This is an optimization exercise on Yosys and OpenROAD, whose aim is small area, a short achievable clock period and few clock cycles per item, not a production implementation. Only simulation tests tie the RTL to the original design; equivalence was not proved. No activity file was given, so power comes from the tool's default toggle rates.

==> design.v <==
package prplw_pkg;
    localparam int COUNT_BITS = 32;
    localparam int CALC_BITS  = (COUNT_BITS > 28) ? COUNT_BITS : 28;
    localparam int ADDR_BITS  = 64;
    localparam int LEN_BITS   = 28;
    localparam int SLOT_BITS  = 24;
    localparam int SHIFT_BITS = 5;
    localparam logic [SHIFT_BITS-1:0] SHIFT_MIN   = 5'd12;
    localparam logic [SHIFT_BITS-1:0] SHIFT_MAX   = 5'd27;
    localparam logic [SHIFT_BITS-1:0] SHIFT_RESET = 5'd12;
    localparam logic [SHIFT_BITS-1:0] ENTRY_SHIFT = 5'd3;
    localparam logic KIND_START = 1'b0;
    localparam logic KIND_ENTRY = 1'b1;
    typedef enum logic [1:0] {
        RES_SEGMENT    = 2'd0,
        RES_FETCH      = 2'd1,
        RES_NULL       = 2'd2,
        RES_UNEXPECTED = 2'd3
    } result_kind_t;
    typedef struct packed {
        result_kind_t           kind;
        logic [ADDR_BITS-1:0]   address;
        logic [LEN_BITS-1:0]    length;
        logic                   last;
    } result_t;
endpackage
import prplw_pkg::*;
module nvme_prp_list_walker_unit (
    input  logic          aclk,
    input  logic          aresetn,
    input  logic          cfg_valid,
    output logic          cfg_ready,
    input  logic [4:0]    cfg_data,      
    input  logic          s_tvalid,
    output logic          s_tready,
    input  logic [223:0]  s_tdata,       
    input  logic          s_tuser,       
    output logic          m_tvalid,
    input  logic          m_tready,
    output logic [95:0]   m_tdata,       
    output logic [1:0]    m_tuser,       
    output logic          m_tlast        
);
    localparam logic [1:0] LEN_ZERO  = 2'd0;
    localparam logic [1:0] LEN_PAGE  = 2'd1;
    localparam logic [1:0] LEN_LEFT  = 2'd2;
    localparam logic [1:0] LEN_COUNT = 2'd3;
    logic [3:0]  sh_reg;
    logic        walking_reg;
    logic        pending_reg;    
    logic [31:0] left_reg;
    logic [63:0] fetch_reg;
    logic [24:0] slot_reg;       
    logic        dec_ok_reg;
    logic        dec_start_reg;
    logic        dec_yield_reg;   
    logic        dec_two_reg;     
    logic        dec_walk_reg;    
    logic        dec_fetch_reg;   
    logic [1:0]  dec_kind_reg;
    logic [1:0]  dec_len_reg;
    logic [63:0] in_first, in_second, in_entry;
    logic [31:0] in_count;
    logic        is_start;
    logic [15:0] sh_hot;   
    logic [31:0] m_eq0;    
    logic [31:0] m_eq1;    
    logic [31:0] m_lo0;    
    logic [31:0] m_lo1;    
    logic [31:0] m_hi1;    
    logic [31:0] m_hi2;    
    logic [24:0] m_slot;   
    logic [27:0] page;
    logic        l_gt_p;
    logic        slot_ge_last;
    logic        ent_two;      
    logic        ent_fetch;    
    logic        c_gt_p;
    logic        c_gt_2p;
    logic        c_nz;
    logic        e_zero;
    logic [63:0] fetch_inc;
    logic [24:0] slot_inc;
    logic [31:0] x;
    logic [31:0] x_hi;
    logic [31:0] x_sub_p;
    logic        accept;
    logic        pop;
    assign in_first  = s_tdata[63:0];
    assign in_second = s_tdata[127:64];
    assign in_count  = s_tdata[159:128];
    assign in_entry  = s_tdata[223:160];
    assign is_start  = (s_tuser == KIND_START);
    always_comb begin
        for (int i = 0; i < 16; i++) sh_hot[i] = (sh_reg == 4'(i));
        m_eq0 = 32'({sh_hot, 12'd0});
        m_eq1 = 32'({sh_hot, 13'd0});
        for (int i = 0; i < 32; i++)
            m_lo0[i] = (i < 12) || ((i < 28) && (4'(i - 12) < sh_reg));
        m_lo1 = {m_lo0[30:0], 1'b1};
        m_hi1 = ~(m_lo0 | m_eq0);
        m_hi2 = ~(m_lo1 | m_eq1);
        m_slot = m_lo0[27:3];
    end
    assign page = m_eq0[27:0];
    function automatic logic [63:0] prefix_and(input logic [63:0] a);
        logic [63:0] p;
        p = a;
        for (int i = 1; i <= 6; i++)
            for (int j = (1 << i) - 1; j < 64; j = j + (1 << i))
                p[j] = p[j] & p[j - (1 << (i - 1))];
        for (int i = 6; i > 0; i = i - 1)
            for (int j = (1 << i) + (1 << (i - 1)) - 1; j < 64; j = j + (1 << i))
                p[j] = p[j] & p[j - (1 << (i - 1))];
        prefix_and = p;
    endfunction
    logic [63:0] fetch_all;
    logic [63:0] slot_all;
    assign fetch_all = prefix_and({3'b000, fetch_reg[63:3]});
    assign slot_all  = prefix_and({39'd0, slot_reg});
    assign fetch_inc = {fetch_reg[63:3] ^ {fetch_all[59:0], 1'b1}, fetch_reg[2:0]};
    assign slot_inc  = slot_reg ^ {slot_all[23:0], 1'b1};
    logic [63:0] x_none;       
    assign x      = dec_start_reg ? in_count : left_reg;
    assign x_hi   = x & ~m_lo0;
    assign x_none = prefix_and({32'hFFFF_FFFF, ~x_hi});
    assign x_sub_p = x ^ (~m_lo0 & {x_none[30:0], 1'b1});
    assign l_gt_p       = (|(left_reg & m_hi1)) || ((|(left_reg & m_eq0)) && (|(left_reg & m_lo0)));
    assign slot_ge_last = |(slot_reg & ~m_slot);
    assign ent_fetch    = walking_reg && slot_ge_last && l_gt_p;
    assign ent_two      = walking_reg && !slot_ge_last && l_gt_p;
    assign c_gt_p  = (|(in_count & m_hi1)) || ((|(in_count & m_eq0)) && (|(in_count & m_lo0)));
    assign c_gt_2p = (|(in_count & m_hi2)) || ((|(in_count & m_eq1)) && (|(in_count & m_lo1)));
    assign c_nz    = |in_count;
    assign e_zero  = ~|in_entry;
    assign cfg_ready = 1'b1;
    assign m_tvalid  = pending_reg || (dec_ok_reg && dec_yield_reg && m_tready);
    assign pop       = m_tvalid && m_tready;
    assign s_tready  = !pending_reg && dec_ok_reg && (m_tready || !dec_yield_reg);
    assign accept    = s_tvalid && s_tready;
    logic        sel_first;    
    logic        sel_entry;    
    logic        sel_count;    
    logic [63:0] addr_reg_part;
    logic [27:0] len_reg_part;
    assign sel_first = !pending_reg && dec_start_reg;
    assign sel_entry = !pending_reg && !dec_start_reg && (dec_kind_reg != RES_UNEXPECTED);
    assign sel_count = !pending_reg && (dec_len_reg == LEN_COUNT);
    assign addr_reg_part = pending_reg ? fetch_reg : 64'd0;
    always_comb begin
        logic [1:0] len_sel;
        len_sel = pending_reg ? (walking_reg ? LEN_ZERO : LEN_LEFT) : dec_len_reg;
        case (len_sel)
            LEN_PAGE: len_reg_part = page;
            LEN_LEFT: len_reg_part = left_reg[27:0];
            default:  len_reg_part = 28'd0;
        endcase
    end
    prplw_ao #(.W(64)) u_addr_out (
        .a  (in_first),
        .sa (sel_first),
        .b  (in_entry),
        .sb (sel_entry),
        .c  (addr_reg_part),
        .y  (m_tdata[63:0])
    );
    prplw_ao1 #(.W(28)) u_len_out (
        .a  (in_count[27:0]),
        .sa (sel_count),
        .c  (len_reg_part),
        .y  (m_tdata[91:64])
    );
    assign m_tdata[95:92] = 4'b0;
    assign m_tuser = pending_reg ? (walking_reg ? RES_FETCH : RES_SEGMENT) : dec_kind_reg;
    assign m_tlast = pending_reg || !dec_two_reg;
    always_ff @(posedge aclk) begin
        dec_start_reg <= is_start;
        if (is_start) begin
            dec_yield_reg <= c_nz;
            dec_two_reg   <= c_gt_p;
            dec_walk_reg  <= c_gt_2p;
            dec_fetch_reg <= 1'b0;
            dec_kind_reg  <= RES_SEGMENT;
            dec_len_reg   <= c_gt_p ? LEN_PAGE : LEN_COUNT;
        end else begin
            dec_yield_reg <= 1'b1;
            dec_two_reg   <= ent_two && !e_zero;
            dec_walk_reg  <= walking_reg && !e_zero && (ent_fetch || ent_two);
            dec_fetch_reg <= ent_fetch && !e_zero;
            if (!walking_reg) begin
                dec_kind_reg <= RES_UNEXPECTED;
                dec_len_reg  <= LEN_ZERO;
            end else if (e_zero) begin
                dec_kind_reg <= RES_NULL;
                dec_len_reg  <= LEN_ZERO;
            end else if (ent_fetch) begin
                dec_kind_reg <= RES_FETCH;
                dec_len_reg  <= LEN_ZERO;
            end else begin
                dec_kind_reg <= RES_SEGMENT;
                dec_len_reg  <= ent_two ? LEN_PAGE : LEN_LEFT;
            end
        end
    end
    always_ff @(posedge aclk) begin
        if (accept) begin
            if (dec_start_reg) begin
                left_reg  <= x_sub_p;
                fetch_reg <= in_second;
                slot_reg  <= 25'd1;
            end else if (dec_fetch_reg) begin
                fetch_reg <= in_entry;
                slot_reg  <= 25'd1;
            end else if (dec_two_reg) begin
                left_reg  <= x_sub_p;
                fetch_reg <= fetch_inc;
                slot_reg  <= slot_inc;
            end
        end
        if (!aresetn) begin
            sh_reg      <= '0;
            walking_reg <= 1'b0;
            pending_reg <= 1'b0;
            dec_ok_reg  <= 1'b0;
        end else begin
            if (cfg_valid) begin
                if (cfg_data < SHIFT_MIN)      sh_reg <= 4'd0;
                else if (cfg_data > SHIFT_MAX) sh_reg <= 4'd15;
                else                           sh_reg <= 4'(cfg_data - SHIFT_MIN);
            end
            dec_ok_reg <= s_tvalid && !accept;
            if (accept) begin
                pending_reg <= dec_two_reg;
                walking_reg <= dec_walk_reg;
            end else if (pop) begin
                pending_reg <= 1'b0;
            end
        end
    end
endmodule
module prplw_ao #(
    parameter int W = 1
) (
    input  logic [W-1:0] a,
    input  logic         sa,
    input  logic [W-1:0] b,
    input  logic         sb,
    input  logic [W-1:0] c,
    output logic [W-1:0] y
);
    assign y = (a & {W{sa}}) | (b & {W{sb}}) | c;
endmodule
module prplw_ao1 #(
    parameter int W = 1
) (
    input  logic [W-1:0] a,
    input  logic         sa,
    input  logic [W-1:0] c,
    output logic [W-1:0] y
);
    assign y = (a & {W{sa}}) | c;
endmodule
==> flow/run.sh <==
#!/bin/bash
# The standard layout (standard.sh), with: port buffers of the smallest buffer cell,
# the settings below, and (if flow/abc_speed.script exists) that ABC mapping script in
# place of ORFS's. Each tool's output stays in its ORFS log; make's output in standard.log.
set -e
if [ -f flow/abc_speed.script ]; then
  rm -rf orfs_scripts
  cp -r "$FLOW_HOME/scripts" orfs_scripts
  cp flow/abc_speed.script orfs_scripts/abc_speed.script
fi
export BUFFER_PORTS_ARGS="-buffer_cell sky130_fd_sc_hd__buf_1"
bash standard.sh  SETUP_SLACK_MARGIN=4.3 SYNTH_HIERARCHICAL=1 SYNTH_MINIMUM_KEEP_SIZE=0 finish > standard.log 2>&1
==> standard.sh <==
#!/bin/bash
# synth_recipe.tcl (not shown) runs the flow's synth.tcl, then flattens the netlist and writes it again
# the make line also repeats each setting of config.mk as NAME=value (left out here)
make -C /OpenROAD-flow-scripts/flow DESIGN_CONFIG=/design/flow/config.mk WORK_HOME=/design/flow/orfs CLKGATE_MAP_FILE= SYNTH_SCRIPT=/design/flow/synth_recipe.tcl "${@:-finish}"
==> config.mk <==
export PLATFORM = sky130hd
export DESIGN_NAME = nvme_prp_list_walker_unit
export DESIGN_NICKNAME = nvme_prp_list_walker_unit
export VERILOG_FILES = /design/flow/design.v
export SDC_FILE = /design/flow/constraint.sdc
export NUM_CORES = 4
export LEC_CHECK = 0
export CAP_MARGIN = 20
export CORE_MARGIN = 2
export CORE_UTILIZATION = 40
export SLEW_MARGIN = 20
==> constraint.sdc <==
create_clock -name core_clock -period 8.5 [get_ports {aclk}]
set_input_delay 1.7000 -clock core_clock [delete_from_list [all_inputs] [get_ports {aclk}]]
set_output_delay 1.7000 -clock core_clock [all_outputs]
set_load 0.01 [all_outputs]
==> impl_metrics.toml, run 1 <==
[global_route]
grt_pass1_vias = 10838
overflow = 0
grt_first_pass_wirelength_um = 62100
antenna_found_initial = 5
track_usage = 0.264
grt_max_degree = 76

[sta]
fmax_mhz = 237
rsz0062_at_grt = "no"
relSlewSlack = 0.418
setup_violations = 0
skew_ns = 0.0162
tns_ns = 0
fin_crit_ns = 4.22
drv_slew = 0
period_share = 0.497
worstMarginPinSlew_ns = 0.870
finalHoldViolations = 0

[clock_network]
cts-htree-levels = 4
clock-sinks = 137
clkTransAtPathRegs_ns = 0.06
clkLatencyLatePin_ns = 0.43
cts_tree = "yes"
cts_buffers = 17
clock_path_buffers = 2
root_buffer = "clkbuf_16"

[logic_synthesis]
ys_types = 80
synth_edf_count = 121
ys_async_sr_fraction = 0
synth-seq-cells = 137
syn_area_um2 = 11400
ys.warnings.count = 7
yosysTopAreaCell = "edfxtp_1"
synth_area_per_cell_um2 = 8.94
synth.area.top_cells = "edfxtp_1 32%, a221o_1 5.9%, ha_1 5.3%"
yosysTopAreaCellShare = 0.318
seq_area_frac_synth = 0.346
synthFlopType = "edfxtp_1"
synthCells = 1278

[floorplanning]
die_w_um = 173
initial_utilization = 0.409
die_area_um2 = 29900
io_pins = 337
num_rows = 61
coreArea_um2 = 27900
die_h_um = 173

[power_and_ir_drop]
p_comb_frac = 0.188
finalPower_w = 0.00181
swShare = 0.292
power.net_switching_w = 0.000527
pwr-share-seq = 0.422
p_leak_nw = 4.77
p_clk_frac = 0.389
peakVddDrop_mv = 0.122
internal_power_w = 0.00128
p_per_area_nw_per_um2 = 135

[cells_and_area]
fillers = 2789
multiInputGateArea_um2 = 6860
area_delta_synth_final_pct = 17.3
final_cell_area_um2 = 13400
final_cell_mix = "323 x buf_1, 121 x edfxtp_1, 108 x nand2_1"
fin_nets = 1828
final_common_cell = "buf_1"
drive_gt1_frac = 0.0623
largest_reg_flops = 64
final_util = 0.480
seqCellArea_um2 = 3960

[hold_path]
worstHoldPathCells = 2
hold_path_class = "flip-flop to flip-flop"
hp-start = "dec_walk_reg$_DFF_P_"

[route]
drtPass1Iterations = 6
wl_um = 41000
postRouteAntennaNets = 0
dr.first_iter.drc_count = 1205
vias_per_cell = 5.93
routedWlPerCell_um = 21.1
vias = 11513
drcViolationCount = 0

[placement]
place_congestion = 0.959
numPortBuffers = 331
hpwlAfterDp_um = 30300
place_area_um2 = 12800

[run]
drv_cap = 0

[critical_path]
critPathLaunch = "s_tdata[163]"
crit_required_ns = 6.80
worstSetupEndpointType = "output pin"
cp_max_fo = 3
rr_worst_depth = 9
criticalPathCategory = "primary input to output pin"
cp-start-kind = "primary input"
arrival_ns = 2.52
ff2ff_setup_slack_ns = 5.17
r2r-start = "sh_reg[1]$_SDFFE_PN0P_"

[run_status]
outcome = "timing/DRC/antenna clean"
## cells by family (layout without fill, tap and decap cells)
logic type,after synthesis,after routing,synth area share
buffers and inverters,132,409,0.0602
muxes,64,64,0.0588
xor gates and xnor gates,57,57,0.0437
AOI/OAI and AO/OA,373,373,0.230
adders and majority gates,49,49,0.0534
DFF,137,137,0.346
and+or+nand+nor,464,464,0.207
other,2,9,0.000657
## cells in the mapped netlist, drive strengths merged (31+ instances only)
| master | number |
|---|---|
| edfxtp | 121 |
| nor2 | 109 |
| nand2 | 108 |
| o21ai | 97 |
| and2 | 95 |
| a21oi | 69 |
| a221o | 67 |
| clkbuf | 61 |
| mux2i | 58 |
| xnor2 | 53 |
| ha | 48 |
| buf | 43 |
| nor4 | 36 |
| a21o | 31 |
## power by group through the flow
stage / clock [W] / combinational [W] / sequential (W)
2_1_floorplan: 0 / 0.000208 / 0.000769
3_3_place_gp: 0 / 0.000324 / 0.000779
3_5_place_dp: 0 / 0.000326 / 0.000779
4_1_cts: 0.000717 / 0.000334 / 0.000761
5_1_grt: 0.000741 / 0.000368 / 0.000763
6_report: 0.000703 / 0.000340 / 0.000762
## path summary, 6_finish.rpt
kind | end
hold / removal | walking_reg$_SDFFE_PN0P_
hold reg to reg | walking_reg$_SDFFE_PN0P_
setup / recovery | m_tdata[3]
setup reg to reg | left_reg[31]$_DFFE_PP_
## routing by layer
metal | global-route usage | up-vias | routed length (µm)
met2 | 0.433 | 565 | 19600
met3 | 0.0576 | 79 | 3320
met5 | 0 | - | 13
met1 | 0.338 | 5517 | 16800
li1 | - | 5350 | -
met4 | 0.107 | 2 | 1270
## final cells by class
cell class                      instances  share of cell area
Antenna cell                            4            0.000747
Timing Repair Buffer                  349               0.107
Tap cell                              378              0.0353
Sequential cell                       137               0.296
Inverter                               28             0.00784
Multi-Input combinational cell       1012               0.512
Clock buffer                           18              0.0320
Clock inverter                         14             0.00915
## metrics by stage
stage          instances  setup WS, ns  hold WS [ns]
6_report            1940          4.28         0.477
5_1_grt             1940          4.31         0.496
4_1_cts             1936          4.31         0.485
3_5_place_dp        1902          4.10         0.474
3_3_place_gp        1901          4.02         0.479
2_1_floorplan       1281          4.33         0.438
## repair_timing
action                                  CTS  global route
buffers inserted                          2             0
hold buffers                              0             0
resized for setup                         7            12
endpoints found under the setup margin   79            75
pin swaps                                 0             1
## worst max-delay path, stage by stage
cell and delay (ns):
buf_1 0.42, a221o_1 0.25, buf_1 0.15
Testbench counts, summed over its fixed seeds: cycles 24,007, items 12,000.
==> inputs of run 2 (changes only) <==
--- a/flow/run.sh
+++ b/flow/run.sh
@@ -9,4 +9,4 @@
   cp flow/abc_speed.script orfs_scripts/abc_speed.script
 fi
 export BUFFER_PORTS_ARGS="-buffer_cell sky130_fd_sc_hd__buf_1"
-bash standard.sh  SETUP_SLACK_MARGIN=4.3 SYNTH_HIERARCHICAL=1 SYNTH_MINIMUM_KEEP_SIZE=0 finish > standard.log 2>&1
+bash standard.sh  SETUP_SLACK_MARGIN=4.4 SYNTH_HIERARCHICAL=1 SYNTH_MINIMUM_KEEP_SIZE=0 finish > standard.log 2>&1
==> run 2 against run 1 <==
Against the previous run:
- worst setup slack better by 0.13 ns
- final area increased by 0.67%
- area after synthesis unchanged
- first-iteration DRC count down 11%
- sequential share of layout area shrank 0.18 points
- combinational power is 1% higher
- worst hold slack got worse by 0.0045 ns
- register-to-register slack worse by 0.36 ns
- non-clock buffer count up 3
- count of clock-buffer cells in the layout shrank 1
- maximum frequency is 3.2% higher
- clock power up 5.7%
- critical endpoint is now m_tdata[83]
==> impl_metrics.toml, run 2 <==
[run_status]
outcome = "timing/DRC/antenna clean"

[route]
dr.first_iter.drc_count = 1076
postRouteAntennaNets = 0
wl_um = 41700
vias = 11554
drtPass1Iterations = 5
drcViolationCount = 0
vias_per_cell = 5.95
routedWlPerCell_um = 21.5

[global_route]
grt_first_pass_wirelength_um = 63400
track_usage = 0.270
antenna_found_initial = 4
grt_pass1_vias = 10785
overflow = 0
grt_max_degree = 87

[critical_path]
cp-start-kind = "primary input"
cp_max_fo = 8
worstSetupEndpointType = "output pin"
cp_cell_sequence = "buf_1, a21o_1, buf_1"
arrival_ns = 2.39
crit_required_ns = 6.80
criticalPathCategory = "primary input to output pin"
slowest_stage = "buf_1"
cp_top_family = "buffers and inverters"
cpMostUsedCell = "buf_1"
path_buf_inv = 2
max_stage_delay_ns = 0.35

[floorplanning]
die_h_um = 173
coreArea_um2 = 27900
die_w_um = 173
die_area_um2 = 29900
io_pins = 337
num_rows = 61
initial_utilization = 0.409

[placement]
place_area_um2 = 12700
numPortBuffers = 331
hpwlAfterDp_um = 30400
place_congestion = 0.930

[sta]
period_share = 0.481
fmax_mhz = 244
finalHoldViolations = 0
worstMarginPinSlew_ns = 0.855
fin_crit_ns = 4.09
skew_ns = 0.0259
rsz0062_at_grt = "yes"
setup_violations = 0
tns_ns = 0
drv_slew = 0
relSlewSlack = 0.415

[power_and_ir_drop]
p_per_area_nw_per_um2 = 137
peakVddDrop_mv = 0.107
p_leak_nw = 4.83
finalPower_w = 0.00185

[logic_synthesis]
synth_area_per_cell_um2 = 8.94
ys.warnings.count = 7
syn_area_um2 = 11400
synth-seq-cells = 137
ys_types = 80
yosys-top-cells-count = "121 x edfxtp_1, 109 x nor2_1, 108 x nand2_1"
yosysMostFrequentCell = "edfxtp_1"
ys_async_sr_fraction = 0
yosysTopAreaCellShare = 0.318
synthCells = 1278
synthFlopType = "edfxtp_1"
seq_area_frac_synth = 0.346
yosysTopAreaCell = "edfxtp_1"
synth_edf_count = 121
synth.area.top_cells = "edfxtp_1 32%, a221o_1 5.9%, ha_1 5.3%"

[cells_and_area]
fillers = 2799
fin_nets = 1831
final_cell_area_um2 = 13500
largest_reg_flops = 64
multiInputGateArea_um2 = 6880
area_delta_synth_final_pct = 18.1
final_common_cell = "buf_1"
seqCellArea_um2 = 3970
drive_gt1_frac = 0.0750
final_cell_mix = "313 x buf_1, 121 x edfxtp_1, 108 x nand2_1"

[clock_network]
clock-sinks = 137
cts_hold_repair.buffers = 0
root_buffer = "clkbuf_16"
cts-htree-levels = 4
clkLatencyLatePin_ns = 0.43
clock_path_buffers = 2
cts_tree = "yes"
cts_buffers = 17
clkTransAtPathRegs_ns = 0.06

[hold_path]
hold_path_class = "flip-flop to flip-flop"

[run]
drv_cap = 0
run 2: changes by cell type in the layout (fill, tap and decap cells not counted), moves of 2 or more:
cell,change
buf_6,+2
buf_1,-10
inv_8,+4
buf_2,+10
clkinv_1,-2
buf_4,+2
run 2: worst paths after layout:
check | slack [ns] | start | cells after the start | endpoint
max | 4.41 | s_tdata[147] | 3 | m_tdata[83]
min | 0.47 | dec_walk_reg$_DFF_P_ | 2 | walking_reg$_SDFFE_PN0P_
max reg2reg | 4.81 | dec_start_reg$_DFF_P_ | 9 | left_reg[31]$_DFFE_PP_
min reg2reg | 0.47 | dec_walk_reg$_DFF_P_ | 2 | walking_reg$_SDFFE_PN0P_
run 2: timing repair:
item / in CTS / in global routing
pin swaps: 1 / 0
gates resized for setup: 22 / 13
setup buffers: 4 / 2
hold endpoints to repair: 0 / 0
endpoints found under the setup margin: 95 / 78
run 2: where the power goes:
part           leakage [nW]  switching (W)  internal [W]
logic                  3.32       0.000215      0.000129
registers              1.24      0.0000140      0.000747
clock network         0.281       0.000328      0.000415
run 2: cell type report:
| type | count | area share |
|---|---|---|
| repair buffers | 352 | 0.110 |
| flip-flops and latches | 137 | 0.294 |
| inverters | 28 | 0.00807 |
| diodes | 4 | 0.000742 |
| clock buffers | 17 | 0.0315 |
| well taps | 378 | 0.0350 |
| multi-input cells | 1012 | 0.510 |
| clock inverters | 15 | 0.0115 |
run 2: logic make-up (layout without fill, tap and decap cells):
group | count (synthesis) | in the layout | share of synthesized area
mux | 64 | 64 | 0.0588
xor+xnor | 57 | 57 | 0.0437
buf+inv | 132 | 412 | 0.0602
simple gates | 464 | 464 | 0.207
compound gates | 373 | 373 | 0.230
other cells | 2 | 9 | 0.000657
flops | 137 | 137 | 0.346
fa+ha+maj | 49 | 49 | 0.0534
run 2: per-stage QoR:
step / std cells / utilization / setup slack, ns / hold WS, ns
global route: 1943 / 0.483 / 4.37 / 0.524
floorplan: 1281 / - / 4.41 / 0.438
CTS: 1937 / 0.480 / 4.34 / 0.479
detailed placement: 1901 / 0.456 / 4.12 / 0.470
global placement: 1901 / 0.456 / 4.15 / 0.467
finish: 1943 / 0.483 / 4.41 / 0.472
run 2: worst reg2reg max path, cell delays in order (launching register included):
cell and delay, ns:
dfxtp_4 0.56, buf_6 0.53, mux2i_1 0.52, o221ai_2 0.17, a211o_1 0.35, or4_4 0.62
nor4_4 0.29, and3_1 0.19, ha_1 0.16, xnor2_1 0.07
run 2: layer usage:
metal	routed length [µm]	track usage	share of wire
met5	0	0	0
met4	1560	0.112	0.037
met3	2910	0.0369	0.070
met2	19800	0.440	0.47
met1	17500	0.359	0.42

afterwards: timing with drivers on the ports:
How much do the figures lean on ideal ports? The routed layouts below were timed once more, with nothing changed but the port constraints. Step 1 assumes that a clkbuf_16 drives the clock port and a buf_2 every other input. Step 2, shift: input delay + t, output delay - t, t = (earliest + latest rising clock arrival at the registers) / 2. This alone moves slack from input paths to output paths. Three values: no drivers, after step 1, after step 2; two values: the first two.
run | shift t [ns] | setup slack, ns | slew at the worst register clock pin (ns)
run 1 | 0.469 | 4.278 / 4.249 / 4.055 | 0.07 / 0.07
run 2 | 0.471 | 4.408 / 4.387 / 4.146 | 0.08 / 0.08
After both steps setup and hold are still met in every run listed. For run 2, which loses most, drivers alone change the setup slack by -0.021 ns; drivers and shift together by -0.262 ns.
